What follows belongs to an exercise in optimizing a design on an open flow for small area, a short achievable clock period and few clock cycles per item; a production flow would make more cautious choices.
The RTL was checked by simulation tests, not by an equivalence proof against the original design.

==> flow/design.v (outline; a module is shown in full before it is edited, if it fits) <==
// module llf_mac: 952 lines
// module llf_seq: 106 lines
// module ladder_lowpass_filter_core: 214 lines
module ladder_lowpass_filter_core #(
  parameter int SAMPLE_BITS    = llf_pkg::SAMPLE_BITS_DEF,
  parameter int COEF_FRAC_BITS = llf_pkg::COEF_FRAC_BITS_DEF
) (
  input  logic                              clk_i,
  input  logic                              rst_ni,
  input  logic                              cfg_we_i,
  input  logic [llf_pkg::CFG_ADDR_W-1:0]    cfg_addr_i,
  input  logic [llf_pkg::CFG_DATA_W-1:0]    cfg_wdata_i,
  input  logic                              s_axis_tvalid,
  output logic                              s_axis_tready,
  input  logic [((SAMPLE_BITS+7)/8)*8-1:0]  s_axis_tdata,   
  output logic                              m_axis_tvalid,
  input  logic                              m_axis_tready,
  output logic [((SAMPLE_BITS+7)/8)*8-1:0]  m_axis_tdata    
);
  // ...
==> flow/run.sh <==
#!/bin/bash
# synth_recipe.tcl (not shown) runs the flow's synth.tcl, then flattens the netlist and writes it again
# the make line also repeats each setting of config.mk as NAME=value (left out here)
make -C /OpenROAD-flow-scripts/flow DESIGN_CONFIG=/design/flow/config.mk WORK_HOME=/design/flow/orfs CLKGATE_MAP_FILE= SYNTH_SCRIPT=/design/flow/synth_recipe.tcl finish
==> flow/config.mk <==
export PLATFORM = sky130hd
export DESIGN_NAME = ladder_lowpass_filter_core
export DESIGN_NICKNAME = ladder_lowpass_filter_core
export VERILOG_FILES = /design/flow/design.v
export SDC_FILE = /design/flow/constraint.sdc
export NUM_CORES = 4
export LEC_CHECK = 0
export CAP_MARGIN = 20
export CORE_MARGIN = 2
export CORE_UTILIZATION = 40
export SLEW_MARGIN = 20
==> flow/constraint.sdc <==
create_clock -name core_clock -period 16.0 [get_ports {clk_i}]
set_input_delay 3.2000 -clock core_clock [delete_from_list [all_inputs] [get_ports {clk_i}]]
set_output_delay 3.2000 -clock core_clock [all_outputs]
set_load 0.01 [all_outputs]
==> out/qor.yml, run 1 <==
global_routing:
  grt_antenna_before_repair: 8
  grt_overflow: 0
  grt_start_max_net_pins: 80
placed_design:
  dp_hpwl_um: 132100
  numPortBuffers: 82
cells_and_area:
  reg_top3: "pc_q x57, ps_q x57"
  sh_seq_area: 0.3005
  design_area_um2: 57420
  bufAreaShareNonClock: 0.02961
  final_core_util: 0.4434
  fin_nets: 5729
  dominant_cells: "multi-input combinational cells"
setup_path:
  cp_slowest_cell: "a2bb2oi_1"
  r2r_cells: 20
  rrSetupSlack_ps: 8590
  worstPathRequired_ps: 16570
  r2r_start: "ps_q[19]"
run:
  drv_cap: 0
sta:
  skew_ps: 22.94
  fmaxAchievable_ghz: 0.1350
outcome:
  status: "complete, no violations"
floorplanning:
  nWellTaps: 1742
  die_area_um2: 133300
route:
  postRouteAntennaNets: 0
  dr.first_iter.drc_count: 5611
  drc: 0
  route.met2.wl_um: 85630
cts:
  clock-root-buffer: "clkbuf_16"
  cts_resized: 0
  postCtsSetupRepairBufs: 0
logic_synthesis:
  synth_compound_area_frac: 0.1788
  synth_top_area_cell: "fa_1"
  ys_ff_latch: 687
  synth_xor_area_frac: 0.08830
  synthSimpleGateAreaFrac: 0.08189
Testbench counts, summed over its fixed seeds: cycles 26,304, items 1,536.
==> module llf_seq, before the edit <==
module llf_seq (
  input  logic                      clk_i,
  input  logic                      rst_ni,
  input  logic                      in_valid_i,   
  input  logic                      cfg_we_i,     
  input  logic                      out_full_i,   
  output logic                      in_ready_o,   
  output logic                      out_load_o,   
  output llf_pkg::llf_ctl1_t        ctl1_o,       
  output llf_pkg::llf_ctl2_t        ctl2_o        
);
  logic [SLOT_W-1:0] slot_q, slot_d, nom_d;
  logic              tail_q, tail_d;    
  logic              head_q, head_d;    
  logic              rdy_q;
  logic              b4_q;
  logic              stall;
  logic              take;
  llf_pkg::llf_ctl1_t ctl1_d;
  llf_pkg::llf_ctl2_t ctl2_q;
  llf_pkg::llf_ctl2_t ctl2_d;
  assign stall      = b4_q && tail_q && out_full_i;
  assign out_load_o = b4_q && tail_q && !out_full_i;
  assign in_ready_o = rdy_q;
  assign take       = rdy_q && in_valid_i;
  always_comb begin
    slot_d = slot_q;
    tail_d = tail_q;
    head_d = head_q;
    if (slot_q == SL_P1) begin
      head_d = take;
      if (take || tail_q) slot_d = slot_q + SLOT_W'(1);
    end else if (slot_q == SL_LAST) begin
      slot_d = head_q ? SL_Y : SL_P1;
      tail_d = head_q;
      head_d = 1'b0;
    end else if (!stall) begin
      slot_d = slot_q + SLOT_W'(1);
    end
  end
  always_comb begin
    nom_d = slot_q + SLOT_W'(1);
    if (slot_q == SL_P1 && !tail_q) nom_d = SL_P1;
    else if (slot_q == SL_LAST) nom_d = head_q ? SL_Y : SL_P1;
    else if (stall) nom_d = slot_q;
  end
  always_comb begin
    begin ctl1_d.vsel = V_N; ctl1_d.csel = C_B; ctl1_d.sub = 1'b0; ctl1_d.tsel = TA_0; end
    case (nom_d)
      SL_Y:  begin ctl1_d.vsel = V_FT; ctl1_d.csel = C_NORM; ctl1_d.sub = 1'b0; ctl1_d.tsel = TA_0; end
      SL_K:  begin ctl1_d.vsel = V_FP; ctl1_d.csel = C_K; ctl1_d.sub = 1'b1; ctl1_d.tsel = TA_X; end
      SL_A4: begin ctl1_d.vsel = V_Y; ctl1_d.csel = C_A; ctl1_d.sub = 1'b1; ctl1_d.tsel = TA_0; end
      SL_B1: begin ctl1_d.vsel = V_FP; ctl1_d.csel = C_B; ctl1_d.sub = 1'b0; ctl1_d.tsel = TA_0; end
      SL_B2: begin ctl1_d.vsel = V_FL; ctl1_d.csel = C_B; ctl1_d.sub = 1'b0; ctl1_d.tsel = TA_0; end
      SL_A1: begin ctl1_d.vsel = V_N; ctl1_d.csel = C_A; ctl1_d.sub = 1'b1; ctl1_d.tsel = TA_BU; end
      SL_A2: begin ctl1_d.vsel = V_FL; ctl1_d.csel = C_A; ctl1_d.sub = 1'b1; ctl1_d.tsel = TA_FP; end
      SL_B3: begin ctl1_d.vsel = V_N; ctl1_d.csel = C_B; ctl1_d.sub = 1'b0; ctl1_d.tsel = TA_0; end
      SL_P1: begin ctl1_d.vsel = V_S1; ctl1_d.csel = C_B; ctl1_d.sub = 1'b0; ctl1_d.tsel = TA_0; end
      SL_A3: begin ctl1_d.vsel = V_FL; ctl1_d.csel = C_A; ctl1_d.sub = 1'b1; ctl1_d.tsel = TA_FP; end
      SL_P2: begin ctl1_d.vsel = V_FL; ctl1_d.csel = C_B; ctl1_d.sub = 1'b0; ctl1_d.tsel = TA_0; end
      SL_B4: begin ctl1_d.vsel = V_N; ctl1_d.csel = C_B; ctl1_d.sub = 1'b0; ctl1_d.tsel = TA_0; end
      SL_T:  begin ctl1_d.vsel = V_X; ctl1_d.csel = C_G4; ctl1_d.sub = 1'b0; ctl1_d.tsel = TA_0; end
      SL_P3: begin ctl1_d.vsel = V_P; ctl1_d.csel = C_B; ctl1_d.sub = 1'b0; ctl1_d.tsel = tail_q ? TA_FL : TA_S4; end
      default: ;
    endcase
  end
  always_comb begin
    ctl2_d = '0;
    case (slot_q)
      SL_Y:  ctl2_d.wy = 1'b1;
      SL_K:  ctl2_d.wnp = 1'b1;
      SL_A4: ctl2_d.wq = 1'b1;
      SL_B1: begin ctl2_d.wbu = 1'b1; ctl2_d.wnl = 1'b1; ctl2_d.lsel = LA_S1; end
      SL_B2: begin ctl2_d.wbu = 1'b1; ctl2_d.wnl = 1'b1; ctl2_d.lsel = LA_S2; end
      SL_A1: ctl2_d.ws1 = tail_q;
      SL_A2: ctl2_d.ws2 = tail_q;
      SL_B3: begin ctl2_d.wbu = 1'b1; ctl2_d.wnl = 1'b1; ctl2_d.lsel = LA_S3; end
      SL_P1: begin ctl2_d.wpl = 1'b1; ctl2_d.lsel = LA_S2; end
      SL_A3: ctl2_d.ws3 = tail_q;
      SL_P2: begin ctl2_d.wpl = 1'b1; ctl2_d.lsel = LA_S3; end
      SL_B4: begin ctl2_d.ws4 = tail_q; ctl2_d.lsel = LA_Q; end
      SL_T:  ctl2_d.wq = 1'b1;
      SL_P3: begin ctl2_d.wpt = 1'b1; ctl2_d.lsel = LA_Q; end
      default: ;
    endcase
  end
  always_ff @(posedge clk_i or negedge rst_ni) begin
    if (!rst_ni) begin
      slot_q <= SL_P1;
      tail_q <= 1'b0;
      head_q <= 1'b0;
      rdy_q  <= 1'b0;
      b4_q   <= 1'b0;
      ctl2_q <= '0;
    end else begin
      slot_q <= slot_d;
      tail_q <= tail_d;
      head_q <= head_d;
      rdy_q  <= (slot_d == SL_P1) && !cfg_we_i;
      b4_q   <= (slot_d == SL_B4);
      ctl2_q <= ctl2_d;
    end
  end
  assign ctl1_o = ctl1_d;
  assign ctl2_o = ctl2_q;
endmodule
==> module ladder_lowpass_filter_core, before the edit <==
module ladder_lowpass_filter_core #(
  parameter int SAMPLE_BITS    = llf_pkg::SAMPLE_BITS_DEF,
  parameter int COEF_FRAC_BITS = llf_pkg::COEF_FRAC_BITS_DEF
) (
  input  logic                              clk_i,
  input  logic                              rst_ni,
  input  logic                              cfg_we_i,
  input  logic [llf_pkg::CFG_ADDR_W-1:0]    cfg_addr_i,
  input  logic [llf_pkg::CFG_DATA_W-1:0]    cfg_wdata_i,
  input  logic                              s_axis_tvalid,
  output logic                              s_axis_tready,
  input  logic [((SAMPLE_BITS+7)/8)*8-1:0]  s_axis_tdata,   
  output logic                              m_axis_tvalid,
  input  logic                              m_axis_tready,
  output logic [((SAMPLE_BITS+7)/8)*8-1:0]  m_axis_tdata    
);
  localparam int TDATA_W = ((SAMPLE_BITS + 7) / 8) * 8;
  localparam logic signed [ACC_W-1:0] SMAX = 32'sh7FFFFFFF >>> (ACC_W - SAMPLE_BITS);
  localparam logic signed [ACC_W-1:0] SMIN = ~SMAX;
  logic [STAGE_GAIN_W-1:0]  stage_gain_q;
  logic [POLE_COEF_W-1:0]   pole_coef_q;
  logic [GAIN_FOURTH_W-1:0] gain_fourth_q;
  logic [RESONANCE_W-1:0]   resonance_q;
  logic [OUTPUT_NORM_W-1:0] output_norm_q;
  logic signed [31:0]            s1_q, s2_q, s3_q, s4_q;
  logic signed [31:0]            p_q, y_q, n_q;
  logic signed [33:0]            bu_q, q_q;
  logic signed [SAMPLE_BITS-1:0] x_q;
  logic [57:0]                   ps_q, pc_q;
  logic [57:0]                   ps_d, pc_d;
  logic                          out_valid_q;
  logic [SAMPLE_BITS-1:0]        out_data_q;
  logic signed [31:0]            y_clamp;
  llf_pkg::llf_ctl1_t            ctl1;
  llf_pkg::llf_ctl2_t            ctl2;
  logic                          in_ready;
  logic                          in_acc;
  logic                          out_load;
  logic signed [31:0]            val;
  logic signed [25:0]            coef;
  logic signed [33:0]            tadd;
  logic signed [33:0]            ladd;
  logic signed [31:0]            val_q;
  logic signed [25:0]            coef_q;
  logic                          sub_q;
  logic signed [33:0]            tadd_q;
  assign in_acc = s_axis_tvalid && in_ready;
  always_ff @(posedge clk_i or negedge rst_ni) begin
    if (!rst_ni) begin
      stage_gain_q  <= '0;
      pole_coef_q   <= POLE_COEF_RST;
      gain_fourth_q <= '0;
      resonance_q   <= '0;
      output_norm_q <= OUTPUT_NORM_RST;
    end else if (cfg_we_i) begin
      case (cfg_addr_i)
        REG_STAGE_GAIN:  stage_gain_q  <= cfg_wdata_i[STAGE_GAIN_W-1:0];
        REG_POLE_COEF:   pole_coef_q   <= cfg_wdata_i[POLE_COEF_W-1:0];
        REG_GAIN_FOURTH: gain_fourth_q <= cfg_wdata_i[GAIN_FOURTH_W-1:0];
        REG_RESONANCE:   resonance_q   <= cfg_wdata_i[RESONANCE_W-1:0];
        REG_OUTPUT_NORM: output_norm_q <= cfg_wdata_i[OUTPUT_NORM_W-1:0];
        default: ;
      endcase
    end
  end
  llf_seq u_seq (
    .clk_i      (clk_i),
    .rst_ni     (rst_ni),
    .in_valid_i (s_axis_tvalid),
    .cfg_we_i   (cfg_we_i),
    .out_full_i (out_valid_q),
    .in_ready_o (in_ready),
    .out_load_o (out_load),
    .ctl1_o     (ctl1),
    .ctl2_o     (ctl2)
  );
  llf_mac u_mac (
    .val_i  (val_q),
    .coef_i (coef_q),
    .sub_i  (sub_q),
    .add_i  (tadd_q),
    .s_o    (ps_d),
    .c_o    (pc_d)
  );
  always_ff @(posedge clk_i) begin
    ps_q <= ps_d;
    pc_q <= pc_d;
  end
  logic               lo_c;
  logic [22:0]        lo_sum;
  logic [35:0]        hs, hc, la36, cs_s, cs_c;
  logic [36:0]        plain_x, late_x;
  logic signed [35:0] plain, late;
  logic signed [31:0] plain_sat, late_sat, t_val;
  logic signed [33:0] q_m1;
  assign lo_sum = {1'b0, ps_q[21:0]} + {1'b0, pc_q[21:0]};
  assign lo_c   = lo_sum[22];
  assign hs     = ps_q[57:22];
  assign hc     = pc_q[57:22];
  always_comb begin
    case (ctl2.lsel)
      LA_S1:   ladd = 34'(s1_q);
      LA_S2:   ladd = 34'(s2_q);
      LA_S3:   ladd = 34'(s3_q);
      default: ladd = q_q;
    endcase
  end
  assign la36 = 36'(ladd);
  assign cs_s = hs ^ hc ^ la36;
  assign cs_c = {(hs[34:0] & hc[34:0]) | (hs[34:0] & la36[34:0]) | (hc[34:0] & la36[34:0]), 1'b0};
  assign plain_x = {hs, lo_c} + {hc, lo_c};
  assign late_x  = {cs_s, lo_c} + {cs_c, lo_c};
  assign plain   = plain_x[36:1];
  assign late    = late_x[36:1];
  function automatic [31:0] sat32(input [35:0] v);
    if (v[35:31] == 5'b00000 || v[35:31] == 5'b11111) sat32 = v[31:0];
    else if (v[35]) sat32 = 32'h80000000;
    else sat32 = 32'h7FFFFFFF;
  endfunction
  assign plain_sat = sat32(plain);
  assign late_sat  = sat32(late);
  assign q_m1 = q_q - 34'sd1;
  always_comb begin
    if (plain[35:31] == 5'b00000 || plain[35:31] == 5'b11111) begin
      t_val = late_sat;
    end else if (!plain[35]) begin
      t_val = q_q[33] ? {1'b0, q_m1[30:0]} : 32'sh7FFFFFFF;
    end else begin
      t_val = (q_q[33] || q_q == '0) ? 32'sh80000000 : {1'b1, q_q[30:0]};
    end
  end
  always_comb begin
    case (ctl1.vsel)
      V_FP:    val = plain_sat;
      V_FL:    val = late_sat;
      V_FT:    val = t_val;
      V_Y:     val = y_q;
      V_S1:    val = s1_q;
      V_X:     val = 32'(x_q);
      V_P:     val = p_q;
      default: val = n_q;
    endcase
    case (ctl1.csel)
      C_A:     coef = 26'(signed'(pole_coef_q));
      C_G4:    coef = 26'(signed'({1'b0, gain_fourth_q}));
      C_K:     coef = 26'(signed'({1'b0, resonance_q}));
      C_NORM:  coef = 26'(signed'({1'b0, output_norm_q}));
      default: coef = 26'(signed'({1'b0, stage_gain_q}));
    endcase
    case (ctl1.tsel)
      TA_X:    tadd = 34'(x_q);
      TA_BU:   tadd = bu_q;
      TA_FP:   tadd = plain[33:0];
      TA_FL:   tadd = 34'(late_sat);
      TA_S4:   tadd = 34'(s4_q);
      default: tadd = '0;
    endcase
  end
  always_ff @(posedge clk_i) begin
    val_q  <= val;
    coef_q <= coef;
    sub_q  <= ctl1.sub;
    tadd_q <= tadd;
  end
  always_ff @(posedge clk_i) begin
    if (in_acc) x_q <= s_axis_tdata[SAMPLE_BITS-1:0];
    if (ctl2.wy) y_q <= plain_sat;
    if (ctl2.wnp) n_q <= plain_sat;
    else if (ctl2.wnl) n_q <= late_sat;
    if (ctl2.wbu) bu_q <= plain[33:0];
    if (ctl2.wq) q_q <= plain[33:0];
    if (ctl2.wpl) p_q <= late_sat;
    else if (ctl2.wpt) p_q <= t_val;
  end
  always_ff @(posedge clk_i or negedge rst_ni) begin
    if (!rst_ni) begin
      s1_q <= '0;
      s2_q <= '0;
      s3_q <= '0;
      s4_q <= '0;
    end else begin
      if (ctl2.ws1) s1_q <= plain_sat;
      if (ctl2.ws2) s2_q <= plain_sat;
      if (ctl2.ws3) s3_q <= plain_sat;
      if (ctl2.ws4) s4_q <= late_sat;
    end
  end
  always_comb begin
    if (y_q > SMAX) begin
      y_clamp = SMAX;
    end else if (y_q < SMIN) begin
      y_clamp = SMIN;
    end else begin
      y_clamp = y_q;
    end
  end
  always_ff @(posedge clk_i or negedge rst_ni) begin
    if (!rst_ni) begin
      out_valid_q <= 1'b0;
    end else if (out_load) begin
      out_valid_q <= 1'b1;
    end else if (m_axis_tready) begin
      out_valid_q <= 1'b0;
    end
  end
  always_ff @(posedge clk_i) begin
    if (out_load) begin
      out_data_q <= y_clamp[SAMPLE_BITS-1:0];
    end
  end
  assign s_axis_tready = in_ready;
  assign m_axis_tvalid = out_valid_q;
  assign m_axis_tdata  = TDATA_W'(out_data_q);
endmodule
==> run 2: changes to the inputs <==
--- a/flow/design.v
+++ b/flow/design.v
@@ -28,113 +28,122 @@
   localparam logic [SLOT_W-1:0] SL_B3 = 5'd9;
   localparam logic [SLOT_W-1:0] SL_P1 = 5'd10;
   localparam logic [SLOT_W-1:0] SL_A3 = 5'd11;
   localparam logic [SLOT_W-1:0] SL_P2 = 5'd12;
   localparam logic [SLOT_W-1:0] SL_B4 = 5'd13;
   localparam logic [SLOT_W-1:0] SL_T  = 5'd14;
   localparam logic [SLOT_W-1:0] SL_P3 = 5'd15;
   localparam logic [SLOT_W-1:0] SL_LAST = 5'd16;
-  localparam logic [2:0] V_FP = 3'd0, V_FL = 3'd1, V_FT = 3'd2, V_Y = 3'd3,
+  localparam logic [2:0] V_FL = 3'd1, V_FT = 3'd2, V_Y = 3'd3,
                          V_N  = 3'd4, V_S1 = 3'd5, V_X  = 3'd6, V_P = 3'd7;
   localparam logic [2:0] C_B = 3'd0, C_A = 3'd1, C_G4 = 3'd2, C_K = 3'd3, C_NORM = 3'd4;
   localparam logic [2:0] TA_0 = 3'd0, TA_X = 3'd1, TA_BU = 3'd2, TA_FP = 3'd3, TA_FL = 3'd4,
                          TA_S4 = 3'd5;
   localparam logic [1:0] LA_S1 = 2'd0, LA_S2 = 2'd1, LA_S3 = 2'd2, LA_Q = 2'd3;
   typedef struct packed {
     logic [2:0] vsel;
     logic [2:0] csel;
     logic       sub;
     logic [2:0] tsel;
   } llf_ctl1_t;
   typedef struct packed {
     logic [1:0] lsel;
+    logic       lz;     
     logic       wy;     
-    logic       wnp;    
-    logic       wnl;    
+    logic       wn;     
     logic       wbu;    
     logic       wq;     
-    logic       wpl;    
+    logic       wp;     
     logic       wpt;    
     logic       ws1;
     logic       ws2;
     logic       ws3;
-    logic       ws4;    
+    logic       ws4;
   } llf_ctl2_t;
 endpackage
+module llf_booth (
+  input  logic [25:0] coef_i,
+  input  logic        sub_i,
+  output logic [12:0] one_o,
+  output logic [12:0] two_o,
+  output logic [12:0] ng_o
+);
+  logic [27:0] cx;
+  assign cx = {coef_i[25], coef_i, 1'b0};
+  for (genvar i = 0; i < 13; i++) begin : g_dig
+    assign one_o[i] = cx[2*i+1] ^ cx[2*i];
+    assign two_o[i] = (cx[2*i+2] & ~cx[2*i+1] & ~cx[2*i]) | (~cx[2*i+2] & cx[2*i+1] & cx[2*i]);
+    assign ng_o[i]  = cx[2*i+2] ^ sub_i;
+  end
+endmodule
 module llf_mac (
   input  logic [31:0] val_i,
-  input  logic [25:0] coef_i,
+  input  logic [12:0] one_i,
+  input  logic [12:0] two_i,
+  input  logic [12:0] ng_i,
   input  logic        sub_i,
   input  logic [33:0] add_i,
   output logic [57:0] s_o,
   output logic [57:0] c_o
 );
-  logic [12:0] one, two, ng;
-  logic [27:0] cx;
   logic [33:0] vx;
   logic [32:0] pp0;
   logic [32:0] pp1;
   logic [32:0] pp2;
   logic [32:0] pp3;
   logic [32:0] pp4;
   logic [32:0] pp5;
   logic [32:0] pp6;
   logic [32:0] pp7;
   logic [32:0] pp8;
   logic [32:0] pp9;
   logic [32:0] pp10;
   logic [32:0] pp11;
   logic [32:0] pp12;
   logic w1, w2, w3, w4, w5, w6, w7, w8, w9, w10, w11, w12, w13, w14, w15, w16, w17, w18, w19, w20, w21, w22, w23, w24, w25, w26, w27, w28, w29, w30, w31, w32, w33, w34, w35, w36, w37, w38, w39, w40, w41, w42, w43, w44, w45, w46, w47, w48, w49, w50, w51, w52, w53, w54, w55, w56, w57, w58, w59, w60, w61, w62, w63, w64, w65, w66, w67, w68, w69, w70, w71, w72, w73, w74, w75, w76, w77, w78, w79, w80, w81, w82, w83, w84, w85, w86, w87, w88, w89, w90, w91, w92, w93, w94, w95, w96, w97, w98, w99, w100, w101, w102, w103, w104, w105, w106, w107, w108, w109, w110, w111, w112, w113, w114, w115, w116, w117, w118, w119, w120, w121, w122, w123, w124, w125, w126, w127, w128, w129, w130, w131, w132, w133, w134, w135, w136, w137, w138, w139, w140, w141, w142, w143, w144, w145, w146, w147, w148, w149, w150, w151, w152, w153, w154, w155, w156, w157, w158, w159, w160, w161, w162, w163, w164, w165, w166, w167, w168, w169, w170, w171, w172, w173, w174, w175, w176, w177, w178, w179, w180, w181, w182, w183, w184, w185, w186, w187, w188, w189, w190, w191, w192, w193, w194, w195, w196, w197, w198, w199, w200, w201, w202, w203, w204, w205, w206, w207, w208, w209, w210, w211, w212, w213, w214, w215, w216, w217, w218, w219, w220, w221, w222, w223, w224, w225, w226, w227, w228, w229, w230, w231, w232, w233, w234, w235, w236, w237, w238, w239, w240, w241, w242, w243, w244, w245, w246, w247, w248, w249, w250, w251, w252, w253, w254, w255, w256, w257, w258, w259, w260, w261, w262, w263, w264, w265, w266, w267, w268, w269, w270, w271, w272, w273, w274, w275, w276, w277, w278, w279, w280, w281, w282, w283, w284, w285, w286, w287, w288, w289, w290, w291, w292, w293, w294, w295, w296, w297, w298, w299, w300, w301, w302, w303, w304, w305, w306, w307, w308, w309, w310, w311, w312, w313, w314, w315, w316, w317, w318, w319, w320, w321, w322, w323, w324, w325, w326, w327, w328, w329, w330, w331, w332, w333, w334, w335, w336, w337, w338, w339, w340, w341, w342, w343, w344, w345, w346, w347, w348, w349, w350, w351, w352, w353, w354, w355, w356, w357, w358, w359, w360, w361, w362, w363, w364, w365, w366, w367, w368, w369, w370, w371, w372, w373, w374, w375, w376, w377, w378, w379, w380, w381, w382, w383, w384, w385, w386, w387, w388, w389, w390, w391, w392, w393, w394, w395, w396, w397, w398, w399, w400, w401, w402, w403, w404, w405, w406, w407, w408, w409, w410, w411, w412, w413, w414, w415, w416, w417, w418, w419, w420, w421, w422, w423, w424, w425, w426, w427, w428, w429, w430, w431, w432, w433, w434, w435, w436, w437, w438, w439, w440, w441, w442, w443, w444, w445, w446, w447, w448, w449, w450, w451, w452, w453, w454, w455, w456, w457, w458, w459, w460, w461, w462, w463, w464, w465, w466, w467, w468, w469, w470, w471, w472, w473, w474, w475, w476, w477, w478, w479, w480, w481, w482, w483, w484, w485, w486, w487, w488, w489, w490, w491, w492, w493, w494, w495, w496, w497, w498, w499, w500, w501, w502, w503, w504, w505, w506, w507, w508, w509, w510, w511, w512, w513, w514, w515, w516, w517, w518, w519, w520, w521, w522, w523, w524, w525, w526, w527, w528, w529, w530, w531, w532, w533, w534, w535, w536, w537, w538, w539, w540, w541, w542, w543, w544, w545, w546, w547, w548, w549, w550, w551, w552, w553, w554, w555, w556, w557, w558, w559, w560, w561, w562, w563, w564, w565, w566, w567, w568, w569, w570, w571, w572, w573, w574, w575, w576, w577, w578, w579, w580, w581, w582, w583, w584, w585, w586, w587, w588, w589, w590, w591, w592, w593, w594, w595, w596, w597, w598, w599, w600, w601, w602, w603, w604, w605, w606, w607, w608, w609, w610, w611, w612, w613, w614, w615, w616, w617, w618, w619, w620, w621, w622, w623, w624, w625, w626, w627, w628, w629, w630, w631, w632, w633, w634, w635, w636, w637, w638, w639, w640, w641, w642, w643, w644, w645, w646, w647, w648, w649, w650, w651, w652, w653, w654, w655, w656, w657, w658, w659, w660, w661, w662, w663, w664, w665, w666, w667, w668, w669, w670, w671, w672, w673, w674, w675, w676, w677, w678, w679, w680, w681, w682, w683, w684, w685, w686, w687, w688, w689, w690, w691, w692, w693, w694, w695, w696, w697, w698, w699, w700, w701, w702, w703, w704, w705, w706, w707, w708, w709, w710, w711, w712, w713, w714, w715, w716, w717, w718, w719, w720, w721, w722, w723, w724, w725, w726, w727, w728, w729, w730, w731, w732, w733, w734, w735, w736, w737, w738, w739, w740, w741, w742, w743, w744, w745, w746, w747, w748, w749, w750, w751, w752, w753, w754, w755, w756, w757, w758, w759, w760, w761, w762, w763, w764, w765, w766, w767, w768, w769, w770, w771, w772, w773, w774, w775, w776, w777, w778, w779, w780, w781, w782, w783, w784, w785, w786, w787, w788, w789, w790, w791, w792, w793, w794, w795, w796, w797, w798, w799, w800, w801, w802, w803, w804, w805, w806, w807, w808, w809, w810, w811, w812, w813, w814, w815, w816, w817, w818, w819, w820, w821, w822, w823, w824, w825, w826, w827, w828, w829, w830, w831, w832, w833, w834, w835, w836, w837, w838, w839, w840, w841, w842, w843, w844, w845, w846, w847, w848, w849, w850, w851, w852, w853, w854, w855, w856, w857, w858, w859, w860, w861, w862, w863, w864, w865, w866, w867, w868, w869, w870, w871, w872, w873, w874, w875, w876, w877, w878;
-  assign cx = {coef_i[25], coef_i, 1'b0};
   assign vx = {val_i[31], val_i, 1'b0};
-  for (genvar i = 0; i < 13; i++) begin : g_dig
-    assign one[i] = cx[2*i+1] ^ cx[2*i];
-    assign two[i] = (cx[2*i+2] & ~cx[2*i+1] & ~cx[2*i]) | (~cx[2*i+2] & cx[2*i+1] & cx[2*i]);
-    assign ng[i]  = cx[2*i+2] ^ sub_i;
-  end
   for (genvar j = 0; j < 33; j++) begin : g_pp0
-    assign pp0[j] = ((one[0] & vx[j+1]) | (two[0] & vx[j])) ^ ng[0];
+    assign pp0[j] = ((one_i[0] & vx[j+1]) | (two_i[0] & vx[j])) ^ ng_i[0];
   end
   for (genvar j = 0; j < 33; j++) begin : g_pp1
-    assign pp1[j] = ((one[1] & vx[j+1]) | (two[1] & vx[j])) ^ ng[1];
+    assign pp1[j] = ((one_i[1] & vx[j+1]) | (two_i[1] & vx[j])) ^ ng_i[1];
   end
   for (genvar j = 0; j < 33; j++) begin : g_pp2
-    assign pp2[j] = ((one[2] & vx[j+1]) | (two[2] & vx[j])) ^ ng[2];
+    assign pp2[j] = ((one_i[2] & vx[j+1]) | (two_i[2] & vx[j])) ^ ng_i[2];
   end
   for (genvar j = 0; j < 33; j++) begin : g_pp3
-    assign pp3[j] = ((one[3] & vx[j+1]) | (two[3] & vx[j])) ^ ng[3];
+    assign pp3[j] = ((one_i[3] & vx[j+1]) | (two_i[3] & vx[j])) ^ ng_i[3];
   end
   for (genvar j = 0; j < 33; j++) begin : g_pp4
-    assign pp4[j] = ((one[4] & vx[j+1]) | (two[4] & vx[j])) ^ ng[4];
+    assign pp4[j] = ((one_i[4] & vx[j+1]) | (two_i[4] & vx[j])) ^ ng_i[4];
   end
   for (genvar j = 0; j < 33; j++) begin : g_pp5
-    assign pp5[j] = ((one[5] & vx[j+1]) | (two[5] & vx[j])) ^ ng[5];
+    assign pp5[j] = ((one_i[5] & vx[j+1]) | (two_i[5] & vx[j])) ^ ng_i[5];
   end
   for (genvar j = 0; j < 33; j++) begin : g_pp6
-    assign pp6[j] = ((one[6] & vx[j+1]) | (two[6] & vx[j])) ^ ng[6];
+    assign pp6[j] = ((one_i[6] & vx[j+1]) | (two_i[6] & vx[j])) ^ ng_i[6];
   end
   for (genvar j = 0; j < 33; j++) begin : g_pp7
-    assign pp7[j] = ((one[7] & vx[j+1]) | (two[7] & vx[j])) ^ ng[7];
+    assign pp7[j] = ((one_i[7] & vx[j+1]) | (two_i[7] & vx[j])) ^ ng_i[7];
   end
   for (genvar j = 0; j < 33; j++) begin : g_pp8
-    assign pp8[j] = ((one[8] & vx[j+1]) | (two[8] & vx[j])) ^ ng[8];
+    assign pp8[j] = ((one_i[8] & vx[j+1]) | (two_i[8] & vx[j])) ^ ng_i[8];
   end
   for (genvar j = 0; j < 33; j++) begin : g_pp9
-    assign pp9[j] = ((one[9] & vx[j+1]) | (two[9] & vx[j])) ^ ng[9];
+    assign pp9[j] = ((one_i[9] & vx[j+1]) | (two_i[9] & vx[j])) ^ ng_i[9];
   end
   for (genvar j = 0; j < 33; j++) begin : g_pp10
-    assign pp10[j] = ((one[10] & vx[j+1]) | (two[10] & vx[j])) ^ ng[10];
+    assign pp10[j] = ((one_i[10] & vx[j+1]) | (two_i[10] & vx[j])) ^ ng_i[10];
   end
   for (genvar j = 0; j < 33; j++) begin : g_pp11
-    assign pp11[j] = ((one[11] & vx[j+1]) | (two[11] & vx[j])) ^ ng[11];
+    assign pp11[j] = ((one_i[11] & vx[j+1]) | (two_i[11] & vx[j])) ^ ng_i[11];
   end
   for (genvar j = 0; j < 33; j++) begin : g_pp12
-    assign pp12[j] = ((one[12] & vx[j+1]) | (two[12] & vx[j])) ^ ng[12];
+    assign pp12[j] = ((one_i[12] & vx[j+1]) | (two_i[12] & vx[j])) ^ ng_i[12];
   end
   assign w1 = pp0[22] ^ pp1[20];
   assign w2 = pp0[22] & pp1[20];
   assign w3 = pp0[23] ^ pp1[21];
   assign w4 = pp0[23] & pp1[21];
   assign w5 = pp0[24] ^ pp1[22] ^ pp2[20];
   assign w6 = (pp0[24] & pp1[22]) | (pp0[24] & pp2[20]) | (pp1[22] & pp2[20]);
   assign w7 = pp3[18] ^ pp4[16];
@@ -220,34 +229,34 @@
   assign w87 = pp9[3] ^ pp10[1];
   assign w88 = pp9[3] & pp10[1];
   assign w89 = w1 ^ pp2[18] ^ pp3[16];
   assign w90 = (w1 & pp2[18]) | (w1 & pp3[16]) | (pp2[18] & pp3[16]);
   assign w91 = pp4[14] ^ pp5[12] ^ pp6[10];
   assign w92 = (pp4[14] & pp5[12]) | (pp4[14] & pp6[10]) | (pp5[12] & pp6[10]);
   assign w93 = pp7[8] ^ pp8[6] ^ pp9[4];
   assign w94 = (pp7[8] & pp8[6]) | (pp7[8] & pp9[4]) | (pp8[6] & pp9[4]);
-  assign w95 = pp10[2] ^ pp11[0] ^ ng[11];
-  assign w96 = (pp10[2] & pp11[0]) | (pp10[2] & ng[11]) | (pp11[0] & ng[11]);
+  assign w95 = pp10[2] ^ pp11[0] ^ ng_i[11];
+  assign w96 = (pp10[2] & pp11[0]) | (pp10[2] & ng_i[11]) | (pp11[0] & ng_i[11]);
   assign w97 = w3 ^ pp2[19] ^ pp3[17];
   assign w98 = (w3 & pp2[19]) | (w3 & pp3[17]) | (pp2[19] & pp3[17]);
   assign w99 = pp4[15] ^ pp5[13] ^ pp6[11];
   assign w100 = (pp4[15] & pp5[13]) | (pp4[15] & pp6[11]) | (pp5[13] & pp6[11]);
   assign w101 = pp7[9] ^ pp8[7] ^ pp9[5];
   assign w102 = (pp7[9] & pp8[7]) | (pp7[9] & pp9[5]) | (pp8[7] & pp9[5]);
   assign w103 = pp10[3] ^ pp11[1] ^ add_i[1];
   assign w104 = (pp10[3] & pp11[1]) | (pp10[3] & add_i[1]) | (pp11[1] & add_i[1]);
   assign w105 = w5 ^ w7 ^ pp5[14];
   assign w106 = (w5 & w7) | (w5 & pp5[14]) | (w7 & pp5[14]);
   assign w107 = pp6[12] ^ pp7[10] ^ pp8[8];
   assign w108 = (pp6[12] & pp7[10]) | (pp6[12] & pp8[8]) | (pp7[10] & pp8[8]);
   assign w109 = pp9[6] ^ pp10[4] ^ pp11[2];
   assign w110 = (pp9[6] & pp10[4]) | (pp9[6] & pp11[2]) | (pp10[4] & pp11[2]);
-  assign w111 = pp12[0] ^ ng[12] ^ add_i[2];
-  assign w112 = (pp12[0] & ng[12]) | (pp12[0] & add_i[2]) | (ng[12] & add_i[2]);
+  assign w111 = pp12[0] ^ ng_i[12] ^ add_i[2];
+  assign w112 = (pp12[0] & ng_i[12]) | (pp12[0] & add_i[2]) | (ng_i[12] & add_i[2]);
   assign w113 = w9 ^ w11 ^ pp5[15];
   assign w114 = (w9 & w11) | (w9 & pp5[15]) | (w11 & pp5[15]);
   assign w115 = pp6[13] ^ pp7[11] ^ pp8[9];
   assign w116 = (pp6[13] & pp7[11]) | (pp6[13] & pp8[9]) | (pp7[11] & pp8[9]);
   assign w117 = pp9[7] ^ pp10[5] ^ pp11[3];
   assign w118 = (pp9[7] & pp10[5]) | (pp9[7] & pp11[3]) | (pp10[5] & pp11[3]);
   assign w119 = pp12[1] ^ add_i[3] ^ w6;
   assign w120 = (pp12[1] & add_i[3]) | (pp12[1] & w6) | (add_i[3] & w6);
@@ -382,64 +391,64 @@
   assign w249 = pp0[11] ^ pp1[9] ^ pp2[7];
   assign w250 = (pp0[11] & pp1[9]) | (pp0[11] & pp2[7]) | (pp1[9] & pp2[7]);
   assign w251 = pp3[5] ^ pp4[3];
   assign w252 = pp3[5] & pp4[3];
   assign w253 = pp0[12] ^ pp1[10] ^ pp2[8];
   assign w254 = (pp0[12] & pp1[10]) | (pp0[12] & pp2[8]) | (pp1[10] & pp2[8]);
   assign w255 = pp3[6] ^ pp4[4] ^ pp5[2];
   assign w256 = (pp3[6] & pp4[4]) | (pp3[6] & pp5[2]) | (pp4[4] & pp5[2]);
-  assign w257 = pp6[0] ^ ng[6];
-  assign w258 = pp6[0] & ng[6];
+  assign w257 = pp6[0] ^ ng_i[6];
+  assign w258 = pp6[0] & ng_i[6];
   assign w259 = pp0[13] ^ pp1[11] ^ pp2[9];
   assign w260 = (pp0[13] & pp1[11]) | (pp0[13] & pp2[9]) | (pp1[11] & pp2[9]);
   assign w261 = pp3[7] ^ pp4[5] ^ pp5[3];
   assign w262 = (pp3[7] & pp4[5]) | (pp3[7] & pp5[3]) | (pp4[5] & pp5[3]);
   assign w263 = pp6[1] ^ sub_i;
   assign w264 = pp6[1] & sub_i;
   assign w265 = w49 ^ pp2[10] ^ pp3[8];
   assign w266 = (w49 & pp2[10]) | (w49 & pp3[8]) | (pp2[10] & pp3[8]);
   assign w267 = pp4[6] ^ pp5[4] ^ pp6[2];
   assign w268 = (pp4[6] & pp5[4]) | (pp4[6] & pp6[2]) | (pp5[4] & pp6[2]);
-  assign w269 = pp7[0] ^ ng[7] ^ sub_i;
-  assign w270 = (pp7[0] & ng[7]) | (pp7[0] & sub_i) | (ng[7] & sub_i);
+  assign w269 = pp7[0] ^ ng_i[7] ^ sub_i;
+  assign w270 = (pp7[0] & ng_i[7]) | (pp7[0] & sub_i) | (ng_i[7] & sub_i);
   assign w271 = w51 ^ pp2[11] ^ pp3[9];
   assign w272 = (w51 & pp2[11]) | (w51 & pp3[9]) | (pp2[11] & pp3[9]);
   assign w273 = pp4[7] ^ pp5[5] ^ pp6[3];
   assign w274 = (pp4[7] & pp5[5]) | (pp4[7] & pp6[3]) | (pp5[5] & pp6[3]);
   assign w275 = pp7[1] ^ sub_i ^ w50;
   assign w276 = (pp7[1] & sub_i) | (pp7[1] & w50) | (sub_i & w50);
   assign w277 = w53 ^ w55 ^ pp5[6];
   assign w278 = (w53 & w55) | (w53 & pp5[6]) | (w55 & pp5[6]);
   assign w279 = pp6[4] ^ pp7[2] ^ pp8[0];
   assign w280 = (pp6[4] & pp7[2]) | (pp6[4] & pp8[0]) | (pp7[2] & pp8[0]);
-  assign w281 = ng[8] ^ sub_i ^ w52;
-  assign w282 = (ng[8] & sub_i) | (ng[8] & w52) | (sub_i & w52);
+  assign w281 = ng_i[8] ^ sub_i ^ w52;
+  assign w282 = (ng_i[8] & sub_i) | (ng_i[8] & w52) | (sub_i & w52);
   assign w283 = w57 ^ w59 ^ pp5[7];
   assign w284 = (w57 & w59) | (w57 & pp5[7]) | (w59 & pp5[7]);
   assign w285 = pp6[5] ^ pp7[3] ^ pp8[1];
   assign w286 = (pp6[5] & pp7[3]) | (pp6[5] & pp8[1]) | (pp7[3] & pp8[1]);
   assign w287 = sub_i ^ w54 ^ w56;
   assign w288 = (sub_i & w54) | (sub_i & w56) | (w54 & w56);
   assign w289 = w61 ^ w63 ^ w65;
   assign w290 = (w61 & w63) | (w61 & w65) | (w63 & w65);
-  assign w291 = pp8[2] ^ pp9[0] ^ ng[9];
-  assign w292 = (pp8[2] & pp9[0]) | (pp8[2] & ng[9]) | (pp9[0] & ng[9]);
+  assign w291 = pp8[2] ^ pp9[0] ^ ng_i[9];
+  assign w292 = (pp8[2] & pp9[0]) | (pp8[2] & ng_i[9]) | (pp9[0] & ng_i[9]);
   assign w293 = sub_i ^ w58 ^ w60;
   assign w294 = (sub_i & w58) | (sub_i & w60) | (w58 & w60);
   assign w295 = w67 ^ w69 ^ w71;
   assign w296 = (w67 & w69) | (w67 & w71) | (w69 & w71);
   assign w297 = pp8[3] ^ pp9[1] ^ sub_i;
   assign w298 = (pp8[3] & pp9[1]) | (pp8[3] & sub_i) | (pp9[1] & sub_i);
   assign w299 = w62 ^ w64 ^ w66;
   assign w300 = (w62 & w64) | (w62 & w66) | (w64 & w66);
   assign w301 = w73 ^ w75 ^ w77;
   assign w302 = (w73 & w75) | (w73 & w77) | (w75 & w77);
-  assign w303 = w79 ^ ng[10] ^ sub_i;
-  assign w304 = (w79 & ng[10]) | (w79 & sub_i) | (ng[10] & sub_i);
+  assign w303 = w79 ^ ng_i[10] ^ sub_i;
+  assign w304 = (w79 & ng_i[10]) | (w79 & sub_i) | (ng_i[10] & sub_i);
   assign w305 = w68 ^ w70 ^ w72;
   assign w306 = (w68 & w70) | (w68 & w72) | (w70 & w72);
   assign w307 = w81 ^ w83 ^ w85;
   assign w308 = (w81 & w83) | (w81 & w85) | (w83 & w85);
   assign w309 = w87 ^ ~sub_i ^ w74;
   assign w310 = (w87 & ~sub_i) | (w87 & w74) | (~sub_i & w74);
   assign w311 = w76 ^ w78 ^ w80;
   assign w312 = (w76 & w78) | (w76 & w80) | (w78 & w80);
@@ -600,34 +609,34 @@
   assign w467 = pp9[31] ^ pp10[29];
   assign w468 = pp9[31] & pp10[29];
   assign w469 = pp0[4] ^ pp1[2];
   assign w470 = pp0[4] & pp1[2];
   assign w471 = pp0[5] ^ pp1[3];
   assign w472 = pp0[5] & pp1[3];
   assign w473 = pp0[6] ^ pp1[4] ^ pp2[2];
   assign w474 = (pp0[6] & pp1[4]) | (pp0[6] & pp2[2]) | (pp1[4] & pp2[2]);
-  assign w475 = pp3[0] ^ ng[3];
-  assign w476 = pp3[0] & ng[3];
+  assign w475 = pp3[0] ^ ng_i[3];
+  assign w476 = pp3[0] & ng_i[3];
   assign w477 = pp0[7] ^ pp1[5] ^ pp2[3];
   assign w478 = (pp0[7] & pp1[5]) | (pp0[7] & pp2[3]) | (pp1[5] & pp2[3]);
   assign w479 = pp3[1] ^ sub_i;
   assign w480 = pp3[1] & sub_i;
   assign w481 = w241 ^ pp2[4] ^ pp3[2];
   assign w482 = (w241 & pp2[4]) | (w241 & pp3[2]) | (pp2[4] & pp3[2]);
-  assign w483 = pp4[0] ^ ng[4] ^ sub_i;
-  assign w484 = (pp4[0] & ng[4]) | (pp4[0] & sub_i) | (ng[4] & sub_i);
+  assign w483 = pp4[0] ^ ng_i[4] ^ sub_i;
+  assign w484 = (pp4[0] & ng_i[4]) | (pp4[0] & sub_i) | (ng_i[4] & sub_i);
   assign w485 = w243 ^ pp2[5] ^ pp3[3];
   assign w486 = (w243 & pp2[5]) | (w243 & pp3[3]) | (pp2[5] & pp3[3]);
   assign w487 = pp4[1] ^ sub_i ^ w242;
   assign w488 = (pp4[1] & sub_i) | (pp4[1] & w242) | (sub_i & w242);
   assign w489 = w245 ^ w247 ^ pp5[0];
   assign w490 = (w245 & w247) | (w245 & pp5[0]) | (w247 & pp5[0]);
-  assign w491 = ng[5] ^ sub_i ^ w244;
-  assign w492 = (ng[5] & sub_i) | (ng[5] & w244) | (sub_i & w244);
+  assign w491 = ng_i[5] ^ sub_i ^ w244;
+  assign w492 = (ng_i[5] & sub_i) | (ng_i[5] & w244) | (sub_i & w244);
   assign w493 = w249 ^ w251 ^ pp5[1];
   assign w494 = (w249 & w251) | (w249 & pp5[1]) | (w251 & pp5[1]);
   assign w495 = sub_i ^ w246 ^ w248;
   assign w496 = (sub_i & w246) | (sub_i & w248) | (w246 & w248);
   assign w497 = w253 ^ w255 ^ w257;
   assign w498 = (w253 & w255) | (w253 & w257) | (w255 & w257);
   assign w499 = sub_i ^ w250 ^ w252;
   assign w500 = (sub_i & w250) | (sub_i & w252) | (w250 & w252);
@@ -790,18 +799,18 @@
   assign w657 = ~pp10[32] ^ pp11[30] ^ pp12[28];
   assign w658 = (~pp10[32] & pp11[30]) | (~pp10[32] & pp12[28]) | (pp11[30] & pp12[28]);
   assign w659 = pp11[31] ^ pp12[29];
   assign w660 = pp11[31] & pp12[29];
   assign w661 = pp0[2] ^ pp1[0];
   assign w662 = pp0[2] & pp1[0];
   assign w663 = pp0[3] ^ pp1[1];
   assign w664 = pp0[3] & pp1[1];
-  assign w665 = w469 ^ pp2[0] ^ ng[2];
-  assign w666 = (w469 & pp2[0]) | (w469 & ng[2]) | (pp2[0] & ng[2]);
+  assign w665 = w469 ^ pp2[0] ^ ng_i[2];
+  assign w666 = (w469 & pp2[0]) | (w469 & ng_i[2]) | (pp2[0] & ng_i[2]);
   assign w667 = w471 ^ pp2[1] ^ sub_i;
   assign w668 = (w471 & pp2[1]) | (w471 & sub_i) | (pp2[1] & sub_i);
   assign w669 = w473 ^ w475 ^ sub_i;
   assign w670 = (w473 & w475) | (w473 & sub_i) | (w475 & sub_i);
   assign w671 = w477 ^ w479 ^ w474;
   assign w672 = (w477 & w479) | (w477 & w474) | (w479 & w474);
   assign w673 = w481 ^ w483 ^ w478;
   assign w674 = (w481 & w483) | (w481 & w478) | (w483 & w478);
@@ -892,22 +901,22 @@
   assign w759 = w653 ^ w655 ^ w650;
   assign w760 = (w653 & w655) | (w653 & w650) | (w655 & w650);
   assign w761 = w657 ^ add_i[30] ^ w654;
   assign w762 = (w657 & add_i[30]) | (w657 & w654) | (add_i[30] & w654);
   assign w763 = w659 ^ add_i[31] ^ 1'b1;
   assign w764 = (w659 & add_i[31]) | (w659 & 1'b1) | (add_i[31] & 1'b1);
   assign w765 = ~pp11[32] ^ pp12[30] ^ add_i[32];
   assign w766 = (~pp11[32] & pp12[30]) | (~pp11[32] & add_i[32]) | (pp12[30] & add_i[32]);
-  assign w767 = pp0[0] ^ ng[0];
-  assign w768 = pp0[0] & ng[0];
+  assign w767 = pp0[0] ^ ng_i[0];
+  assign w768 = pp0[0] & ng_i[0];
   assign w769 = pp0[1] ^ sub_i;
   assign w770 = pp0[1] & sub_i;
-  assign w771 = w661 ^ ng[1] ^ sub_i;
-  assign w772 = (w661 & ng[1]) | (w661 & sub_i) | (ng[1] & sub_i);
+  assign w771 = w661 ^ ng_i[1] ^ sub_i;
+  assign w772 = (w661 & ng_i[1]) | (w661 & sub_i) | (ng_i[1] & sub_i);
   assign w773 = w663 ^ sub_i ^ w662;
   assign w774 = (w663 & sub_i) | (w663 & w662) | (sub_i & w662);
   assign w775 = w665 ^ sub_i ^ w664;
   assign w776 = (w665 & sub_i) | (w665 & w664) | (sub_i & w664);
   assign w777 = w667 ^ w470 ^ w666;
   assign w778 = (w667 & w470) | (w667 & w666) | (w470 & w666);
   assign w779 = w669 ^ w472 ^ w668;
   assign w780 = (w669 & w472) | (w669 & w668) | (w472 & w668);
@@ -1058,46 +1067,46 @@
     if (slot_q == SL_P1 && !tail_q) nom_d = SL_P1;
     else if (slot_q == SL_LAST) nom_d = head_q ? SL_Y : SL_P1;
     else if (stall) nom_d = slot_q;
   end
   always_comb begin
     begin ctl1_d.vsel = V_N; ctl1_d.csel = C_B; ctl1_d.sub = 1'b0; ctl1_d.tsel = TA_0; end
     case (nom_d)
       SL_Y:  begin ctl1_d.vsel = V_FT; ctl1_d.csel = C_NORM; ctl1_d.sub = 1'b0; ctl1_d.tsel = TA_0; end
-      SL_K:  begin ctl1_d.vsel = V_FP; ctl1_d.csel = C_K; ctl1_d.sub = 1'b1; ctl1_d.tsel = TA_X; end
+      SL_K:  begin ctl1_d.vsel = V_FL; ctl1_d.csel = C_K; ctl1_d.sub = 1'b1; ctl1_d.tsel = TA_X; end
       SL_A4: begin ctl1_d.vsel = V_Y; ctl1_d.csel = C_A; ctl1_d.sub = 1'b1; ctl1_d.tsel = TA_0; end
-      SL_B1: begin ctl1_d.vsel = V_FP; ctl1_d.csel = C_B; ctl1_d.sub = 1'b0; ctl1_d.tsel = TA_0; end
+      SL_B1: begin ctl1_d.vsel = V_FL; ctl1_d.csel = C_B; ctl1_d.sub = 1'b0; ctl1_d.tsel = TA_0; end
       SL_B2: begin ctl1_d.vsel = V_FL; ctl1_d.csel = C_B; ctl1_d.sub = 1'b0; ctl1_d.tsel = TA_0; end
       SL_A1: begin ctl1_d.vsel = V_N; ctl1_d.csel = C_A; ctl1_d.sub = 1'b1; ctl1_d.tsel = TA_BU; end
       SL_A2: begin ctl1_d.vsel = V_FL; ctl1_d.csel = C_A; ctl1_d.sub = 1'b1; ctl1_d.tsel = TA_FP; end
       SL_B3: begin ctl1_d.vsel = V_N; ctl1_d.csel = C_B; ctl1_d.sub = 1'b0; ctl1_d.tsel = TA_0; end
       SL_P1: begin ctl1_d.vsel = V_S1; ctl1_d.csel = C_B; ctl1_d.sub = 1'b0; ctl1_d.tsel = TA_0; end
       SL_A3: begin ctl1_d.vsel = V_FL; ctl1_d.csel = C_A; ctl1_d.sub = 1'b1; ctl1_d.tsel = TA_FP; end
       SL_P2: begin ctl1_d.vsel = V_FL; ctl1_d.csel = C_B; ctl1_d.sub = 1'b0; ctl1_d.tsel = TA_0; end
       SL_B4: begin ctl1_d.vsel = V_N; ctl1_d.csel = C_B; ctl1_d.sub = 1'b0; ctl1_d.tsel = TA_0; end
       SL_T:  begin ctl1_d.vsel = V_X; ctl1_d.csel = C_G4; ctl1_d.sub = 1'b0; ctl1_d.tsel = TA_0; end
       SL_P3: begin ctl1_d.vsel = V_P; ctl1_d.csel = C_B; ctl1_d.sub = 1'b0; ctl1_d.tsel = tail_q ? TA_FL : TA_S4; end
       default: ;
     endcase
   end
   always_comb begin
     ctl2_d = '0;
     case (slot_q)
-      SL_Y:  ctl2_d.wy = 1'b1;
-      SL_K:  ctl2_d.wnp = 1'b1;
+      SL_Y:  begin ctl2_d.wy = 1'b1; ctl2_d.lz = 1'b1; end
+      SL_K:  begin ctl2_d.wn = 1'b1; ctl2_d.lz = 1'b1; end
       SL_A4: ctl2_d.wq = 1'b1;
-      SL_B1: begin ctl2_d.wbu = 1'b1; ctl2_d.wnl = 1'b1; ctl2_d.lsel = LA_S1; end
-      SL_B2: begin ctl2_d.wbu = 1'b1; ctl2_d.wnl = 1'b1; ctl2_d.lsel = LA_S2; end
-      SL_A1: ctl2_d.ws1 = tail_q;
-      SL_A2: ctl2_d.ws2 = tail_q;
-      SL_B3: begin ctl2_d.wbu = 1'b1; ctl2_d.wnl = 1'b1; ctl2_d.lsel = LA_S3; end
-      SL_P1: begin ctl2_d.wpl = 1'b1; ctl2_d.lsel = LA_S2; end
-      SL_A3: ctl2_d.ws3 = tail_q;
-      SL_P2: begin ctl2_d.wpl = 1'b1; ctl2_d.lsel = LA_S3; end
+      SL_B1: begin ctl2_d.wbu = 1'b1; ctl2_d.wn = 1'b1; ctl2_d.lsel = LA_S1; end
+      SL_B2: begin ctl2_d.wbu = 1'b1; ctl2_d.wn = 1'b1; ctl2_d.lsel = LA_S2; end
+      SL_A1: begin ctl2_d.ws1 = tail_q; ctl2_d.lz = 1'b1; end
+      SL_A2: begin ctl2_d.ws2 = tail_q; ctl2_d.lz = 1'b1; end
+      SL_B3: begin ctl2_d.wbu = 1'b1; ctl2_d.wn = 1'b1; ctl2_d.lsel = LA_S3; end
+      SL_P1: begin ctl2_d.wp = 1'b1; ctl2_d.lsel = LA_S2; end
+      SL_A3: begin ctl2_d.ws3 = tail_q; ctl2_d.lz = 1'b1; end
+      SL_P2: begin ctl2_d.wp = 1'b1; ctl2_d.lsel = LA_S3; end
       SL_B4: begin ctl2_d.ws4 = tail_q; ctl2_d.lsel = LA_Q; end
       SL_T:  ctl2_d.wq = 1'b1;
       SL_P3: begin ctl2_d.wpt = 1'b1; ctl2_d.lsel = LA_Q; end
       default: ;
     endcase
   end
   always_ff @(posedge clk_i or negedge rst_ni) begin
     if (!rst_ni) begin
@@ -1158,17 +1167,18 @@
   logic                          in_ready;
   logic                          in_acc;
   logic                          out_load;
   logic signed [31:0]            val;
   logic signed [25:0]            coef;
   logic signed [33:0]            tadd;
   logic signed [33:0]            ladd;
   logic signed [31:0]            val_q;
-  logic signed [25:0]            coef_q;
+  logic [12:0]                   one_q, two_q, ng_q;
+  logic [12:0]                   one_d, two_d, ng_d;
   logic                          sub_q;
   logic signed [33:0]            tadd_q;
   assign in_acc = s_axis_tvalid && in_ready;
   always_ff @(posedge clk_i or negedge rst_ni) begin
     if (!rst_ni) begin
       stage_gain_q  <= '0;
       pole_coef_q   <= POLE_COEF_RST;
       gain_fourth_q <= '0;
@@ -1193,72 +1203,67 @@
     .out_full_i (out_valid_q),
     .in_ready_o (in_ready),
     .out_load_o (out_load),
     .ctl1_o     (ctl1),
     .ctl2_o     (ctl2)
   );
   llf_mac u_mac (
     .val_i  (val_q),
-    .coef_i (coef_q),
+    .one_i  (one_q),
+    .two_i  (two_q),
+    .ng_i   (ng_q),
     .sub_i  (sub_q),
     .add_i  (tadd_q),
     .s_o    (ps_d),
     .c_o    (pc_d)
   );
   always_ff @(posedge clk_i) begin
     ps_q <= ps_d;
     pc_q <= pc_d;
   end
-  logic               lo_c;
-  logic [22:0]        lo_sum;
-  logic [35:0]        hs, hc, la36, cs_s, cs_c;
-  logic [36:0]        plain_x, late_x;
+  logic [57:0]        la58, cs_s, cs_c, plain_x, late_x;
   logic signed [35:0] plain, late;
-  logic signed [31:0] plain_sat, late_sat, t_val;
+  logic signed [31:0] late_sat, t_val;
   logic signed [33:0] q_m1;
-  assign lo_sum = {1'b0, ps_q[21:0]} + {1'b0, pc_q[21:0]};
-  assign lo_c   = lo_sum[22];
-  assign hs     = ps_q[57:22];
-  assign hc     = pc_q[57:22];
   always_comb begin
     case (ctl2.lsel)
       LA_S1:   ladd = 34'(s1_q);
       LA_S2:   ladd = 34'(s2_q);
       LA_S3:   ladd = 34'(s3_q);
       default: ladd = q_q;
     endcase
+    if (ctl2.lz) ladd = '0;
   end
-  assign la36 = 36'(ladd);
-  assign cs_s = hs ^ hc ^ la36;
-  assign cs_c = {(hs[34:0] & hc[34:0]) | (hs[34:0] & la36[34:0]) | (hc[34:0] & la36[34:0]), 1'b0};
-  assign plain_x = {hs, lo_c} + {hc, lo_c};
-  assign late_x  = {cs_s, lo_c} + {cs_c, lo_c};
-  assign plain   = plain_x[36:1];
-  assign late    = late_x[36:1];
+  assign la58 = {36'(ladd), 22'd0};
+  assign cs_s = {ps_q[57:22] ^ pc_q[57:22] ^ la58[57:22], ps_q[21:0]};
+  assign cs_c = {(ps_q[56:22] & pc_q[56:22]) | (ps_q[56:22] & la58[56:22]) | (pc_q[56:22] & la58[56:22]),
+                 1'b0, pc_q[21:0]};
+  assign plain_x = ps_q + pc_q;
+  assign late_x  = cs_s + cs_c;
+  assign plain   = plain_x[57:22];
+  assign late    = late_x[57:22];
   function automatic [31:0] sat32(input [35:0] v);
     if (v[35:31] == 5'b00000 || v[35:31] == 5'b11111) sat32 = v[31:0];
     else if (v[35]) sat32 = 32'h80000000;
     else sat32 = 32'h7FFFFFFF;
   endfunction
-  assign plain_sat = sat32(plain);
   assign late_sat  = sat32(late);
   assign q_m1 = q_q - 34'sd1;
   always_comb begin
     if (plain[35:31] == 5'b00000 || plain[35:31] == 5'b11111) begin
       t_val = late_sat;
     end else if (!plain[35]) begin
       t_val = q_q[33] ? {1'b0, q_m1[30:0]} : 32'sh7FFFFFFF;
     end else begin
       t_val = (q_q[33] || q_q == '0) ? 32'sh80000000 : {1'b1, q_q[30:0]};
     end
   end
   always_comb begin
     case (ctl1.vsel)
-      V_FP:    val = plain_sat;
       V_FL:    val = late_sat;
       V_FT:    val = t_val;
       V_Y:     val = y_q;
       V_S1:    val = s1_q;
       V_X:     val = 32'(x_q);
       V_P:     val = p_q;
       default: val = n_q;
     endcase
@@ -1273,42 +1278,50 @@
       TA_X:    tadd = 34'(x_q);
       TA_BU:   tadd = bu_q;
       TA_FP:   tadd = plain[33:0];
       TA_FL:   tadd = 34'(late_sat);
       TA_S4:   tadd = 34'(s4_q);
       default: tadd = '0;
     endcase
   end
+  llf_booth u_booth (
+    .coef_i (coef),
+    .sub_i  (ctl1.sub),
+    .one_o  (one_d),
+    .two_o  (two_d),
+    .ng_o   (ng_d)
+  );
   always_ff @(posedge clk_i) begin
     val_q  <= val;
-    coef_q <= coef;
+    one_q  <= one_d;
+    two_q  <= two_d;
+    ng_q   <= ng_d;
     sub_q  <= ctl1.sub;
     tadd_q <= tadd;
   end
   always_ff @(posedge clk_i) begin
     if (in_acc) x_q <= s_axis_tdata[SAMPLE_BITS-1:0];
-    if (ctl2.wy) y_q <= plain_sat;
-    if (ctl2.wnp) n_q <= plain_sat;
-    else if (ctl2.wnl) n_q <= late_sat;
+    if (ctl2.wy) y_q <= late_sat;
+    if (ctl2.wn) n_q <= late_sat;
     if (ctl2.wbu) bu_q <= plain[33:0];
     if (ctl2.wq) q_q <= plain[33:0];
-    if (ctl2.wpl) p_q <= late_sat;
+    if (ctl2.wp) p_q <= late_sat;
     else if (ctl2.wpt) p_q <= t_val;
   end
   always_ff @(posedge clk_i or negedge rst_ni) begin
     if (!rst_ni) begin
       s1_q <= '0;
       s2_q <= '0;
       s3_q <= '0;
       s4_q <= '0;
     end else begin
-      if (ctl2.ws1) s1_q <= plain_sat;
-      if (ctl2.ws2) s2_q <= plain_sat;
-      if (ctl2.ws3) s3_q <= plain_sat;
+      if (ctl2.ws1) s1_q <= late_sat;
+      if (ctl2.ws2) s2_q <= late_sat;
+      if (ctl2.ws3) s3_q <= late_sat;
       if (ctl2.ws4) s4_q <= late_sat;
     end
   end
   always_comb begin
     if (y_q > SMAX) begin
       y_clamp = SMAX;
     end else if (y_q < SMIN) begin
       y_clamp = SMIN;
==> run 2 against run 1 <==
Largest cell class unchanged. Critical path type unchanged. Utilization is 0.099 points higher. Register-to-register slack improved by 310 ps. Clock skew rose by 43 ps. Synthesized area shrank 0.93%. Sequential share of layout area up 0.85 points. Hold slack lost 1.8 ps.
==> out/qor.yml, run 2 <==
cells_and_area:
  drive_gt1_frac: 0.1269
  fin_nets: 5499  # -4.0%
  reg_top3: "pc_q x57, ps_q x57"
  area_growth_pct: 9.949
  final_core_util: 0.4444  # +0.0009890
  final_common_cell: "inv_1"
  insertedDiodeCount: 0
  most-common-layout-cells: "inv_1 (580), a22oi_1 (417), fa_1 (415)"
cts:
  clk_latency_ps: 700
  clock-root-buffer: "clkbuf_16"
  cts_tree: "done"
  clk_pin_slew_ps: 60
  cts_buffers: 81
  cts_resized: 0  # unchanged
  postCtsSetupRepairBufs: 0  # unchanged
  cts.hold.buffers_added: 0
  clockBufferDepth: 3
  clock-sinks: 701
  cts_max_level: 3
sta:
  hold_viol: 0
  fmaxAchievable_ghz: 0.1409  # +4.4%
  drv_slew: 0
  skew_ps: 65.66  # +42.72 ps
  fin_setup_tns_ps: 0
  rsz0062_at_grt: "false"
  finalSetupViolCount: 0
  tightest_slew_ps: 1175
  slew_headroom: 0.2147
  post-route-min-period_ps: 7098
  finalCritPeriodShare: 0.4436
logic_synthesis:
  async_flop_share: 0.3837
  synth_area_per_cell_um2: 10.31
  synth_common_cells: "inv_1 (580), a22oi_1 (417), fa_1 (415)"
  synth.area.top_cells: "fa_1 (16%), dfrtp_1 (13%), edfxtp_1 (12%)"
  synth_edf_count: 212
  synthFlopType: "dfrtp_1"
  synth_top_area_cell: "fa_1"
  synth_nets: 5628
  ys_seq_area_frac: 0.3388
  synth_top_area_frac: 0.1608
  ys_ff_latch: 701  # +2.0%
  yosys.cell_count.top_type: "inv_1"
  syn_inst: 5011
  synthDistinctLibCells: 108
  synthesis.area_um2: 51680
  yosys_warnings: 2
setup_path:
  r2r_start: "u_seq.ctl2_q[11]"
  r2r_cells: 16  # -20%
  crit_end: "val_q[30]"
  worstPathRequired_ps: 16600  # +30 ps
  cp-startpoint: "u_seq.ctl2_q[11]"
  rrSetupSlack_ps: 8900  # +310 ps
  cp_max_fo: 34
  arrival_ps: 7700
  start_kind: "flip-flop"
  critPathKind: "reg2reg"
  cp-end-kind: "flip-flop"
  r2r_end: "val_q[30]"
floorplanning:
  die_w_um: 363.4
  die_area_um2: 132100  # -0.92%
  start_util: 0.4042
  pin_count: 83
  num_rows: 131
  die_y_um: 363.4
  core_um2: 127800
placed_design:
  routabilityCongestion: 0.9684
  numPortBuffers: 82  # unchanged
  dp_hpwl_um: 124000  # -6.1%
global_routing:
  grt_start_max_net_pins: 121  # +51%
  grt_pass1_wl_um: 267200
  grt_antenna_before_repair: 2  # -6
  grt_pass1_vias: 40393
  grt_overflow: 0  # unchanged
  grtUsageTotal: 0.2714
route:
  dr.first_iter.drc_count: 5272  # -6.0%
  wl_um: 180900
  vias: 40388
  routedWlPerCell_um: 27.36
  drc: 0  # unchanged
  vias_per_cell: 6.108
  first_pass_iters: 9
  postRouteAntennaNets: 0  # unchanged
run:
  drv_cap: 0  # unchanged
worst_hold_path:
  hp-class: "reg2reg"
outcome:
  status: "complete, no violations"
## run 2: cell count changes in the layout (fill, tap and decap cells not counted), sizes merged, moves of 12 or more
| cell | change |
|---|---|
| a21oi | -117 |
| nor2 | -88 |
| mux2 | +71 |
| o21ai | -61 |
| nand2 | -27 |
| a22oi | +20 |
| xor2 | -17 |
| a21boi | +15 |
| o211ai | +15 |
| dfxtp | +13 |
| mux2i | -13 |
| nand4 | -12 |
## run 2: worst min path at each step
stage	depth (start not counted)	endpoint	from	slack, ps
after floorplan	2	val_q[29]	n_q[29]	440
after global placement	1	val_q[4]	n_q[4]	450
after detailed placement	2	val_q[29]	n_q[29]	460
after CTS	1	val_q[4]	n_q[4]	460
after global routing	1	val_q[4]	n_q[4]	470
final	1	val_q[4]	n_q[4]	460
## run 2: critical path, cell delays in order, from the launching register on
cell and delay, ps:
dfrtp_2 340, buf_4 610, mux4_2 590, nand2b_1 150
fa_1 450, inv_1 80, ha_1 290, a21o_1 210
a31oi_1 280, nand4b_1 200, a31oi_1 820, o31ai_1 220
a211oi_4 790, o31a_1 990, a21oi_1 320, or3_1 440
a31oi_1 180
## run 2: stage by stage
stage	hold slack (ps)	area (um^2)	instances	worst slack [ps]
after floorplan	438.3	51680	5011	10730
after global placement	451.0	54000	6461	9452
after detailed placement	460.8	54000	6461	9223
after CTS	457.1	56810	6612	9175
after global routing	467.1	56820	6612	8734
final	459.9	56820	6612	8902
## run 2: per-layer routing
| layer | wire (um) | global-route usage | vias up |
|---|---|---|---|
| met5 | 11 | 0 | - |
| met4 | 11360 | 0.1499 | 2 |
| met3 | 16790 | 0.04881 | 482 |
| met2 | 82330 | 0.4242 | 2389 |
| met1 | 70440 | 0.3566 | 20361 |
| li1 | - | - | 17154 |
## run 2: logic make-up after synthesis
kind of cell	share of synthesized area
AO/OA/AOI/OAI	0.1668
multiplexers	0.06586
adder cells (fa/ha/maj)	0.1959
flip-flops	0.3388
AND/OR/NAND/NOR	0.07341
buffers and inverters	0.07215
XOR/XNOR	0.08711
## run 2: cell type report
type	instances	area [um^2]
Clock buffer	107	2266
Tap cell	1662	2079
Multi-Input combinational cell	3327	30550
Sequential cell	701	17560
Inverter	584	2192
Clock inverter	44	540.5
Timing Repair Buffer	187	1627
Fill cell	12109	71030
Testbench counts of run 2, summed over its fixed seeds: cycles 26,304, items 1,536.

[afterwards: timing with drivers on the ports]
In the flow no input, the clock included, has a driving cell. The finished layouts below were timed again as built, in two steps. Step 1 assumes that a clkbuf_16 drives the clock port and a buf_2 every other input. Step 2, shift: input delay + t, output delay - t, t = (earliest + latest rising clock arrival at the registers) / 2. This alone moves slack from input paths to output paths. a / b / c = ideal / step 1 / step 2; a / b = the first two.
| run | shift t [ns] | setup slack, ns | hold WS [ns] |
|---|---|---|---|
| run 1 | 0.704 | 8.592 / 8.592 / 8.592 | 0.462 / 0.462 / 0.462 |
| run 2 | 0.742 | 8.902 / 8.902 / 8.902 | 0.460 / 0.460 / 0.460 |
After both steps setup and hold are still met in every run listed.
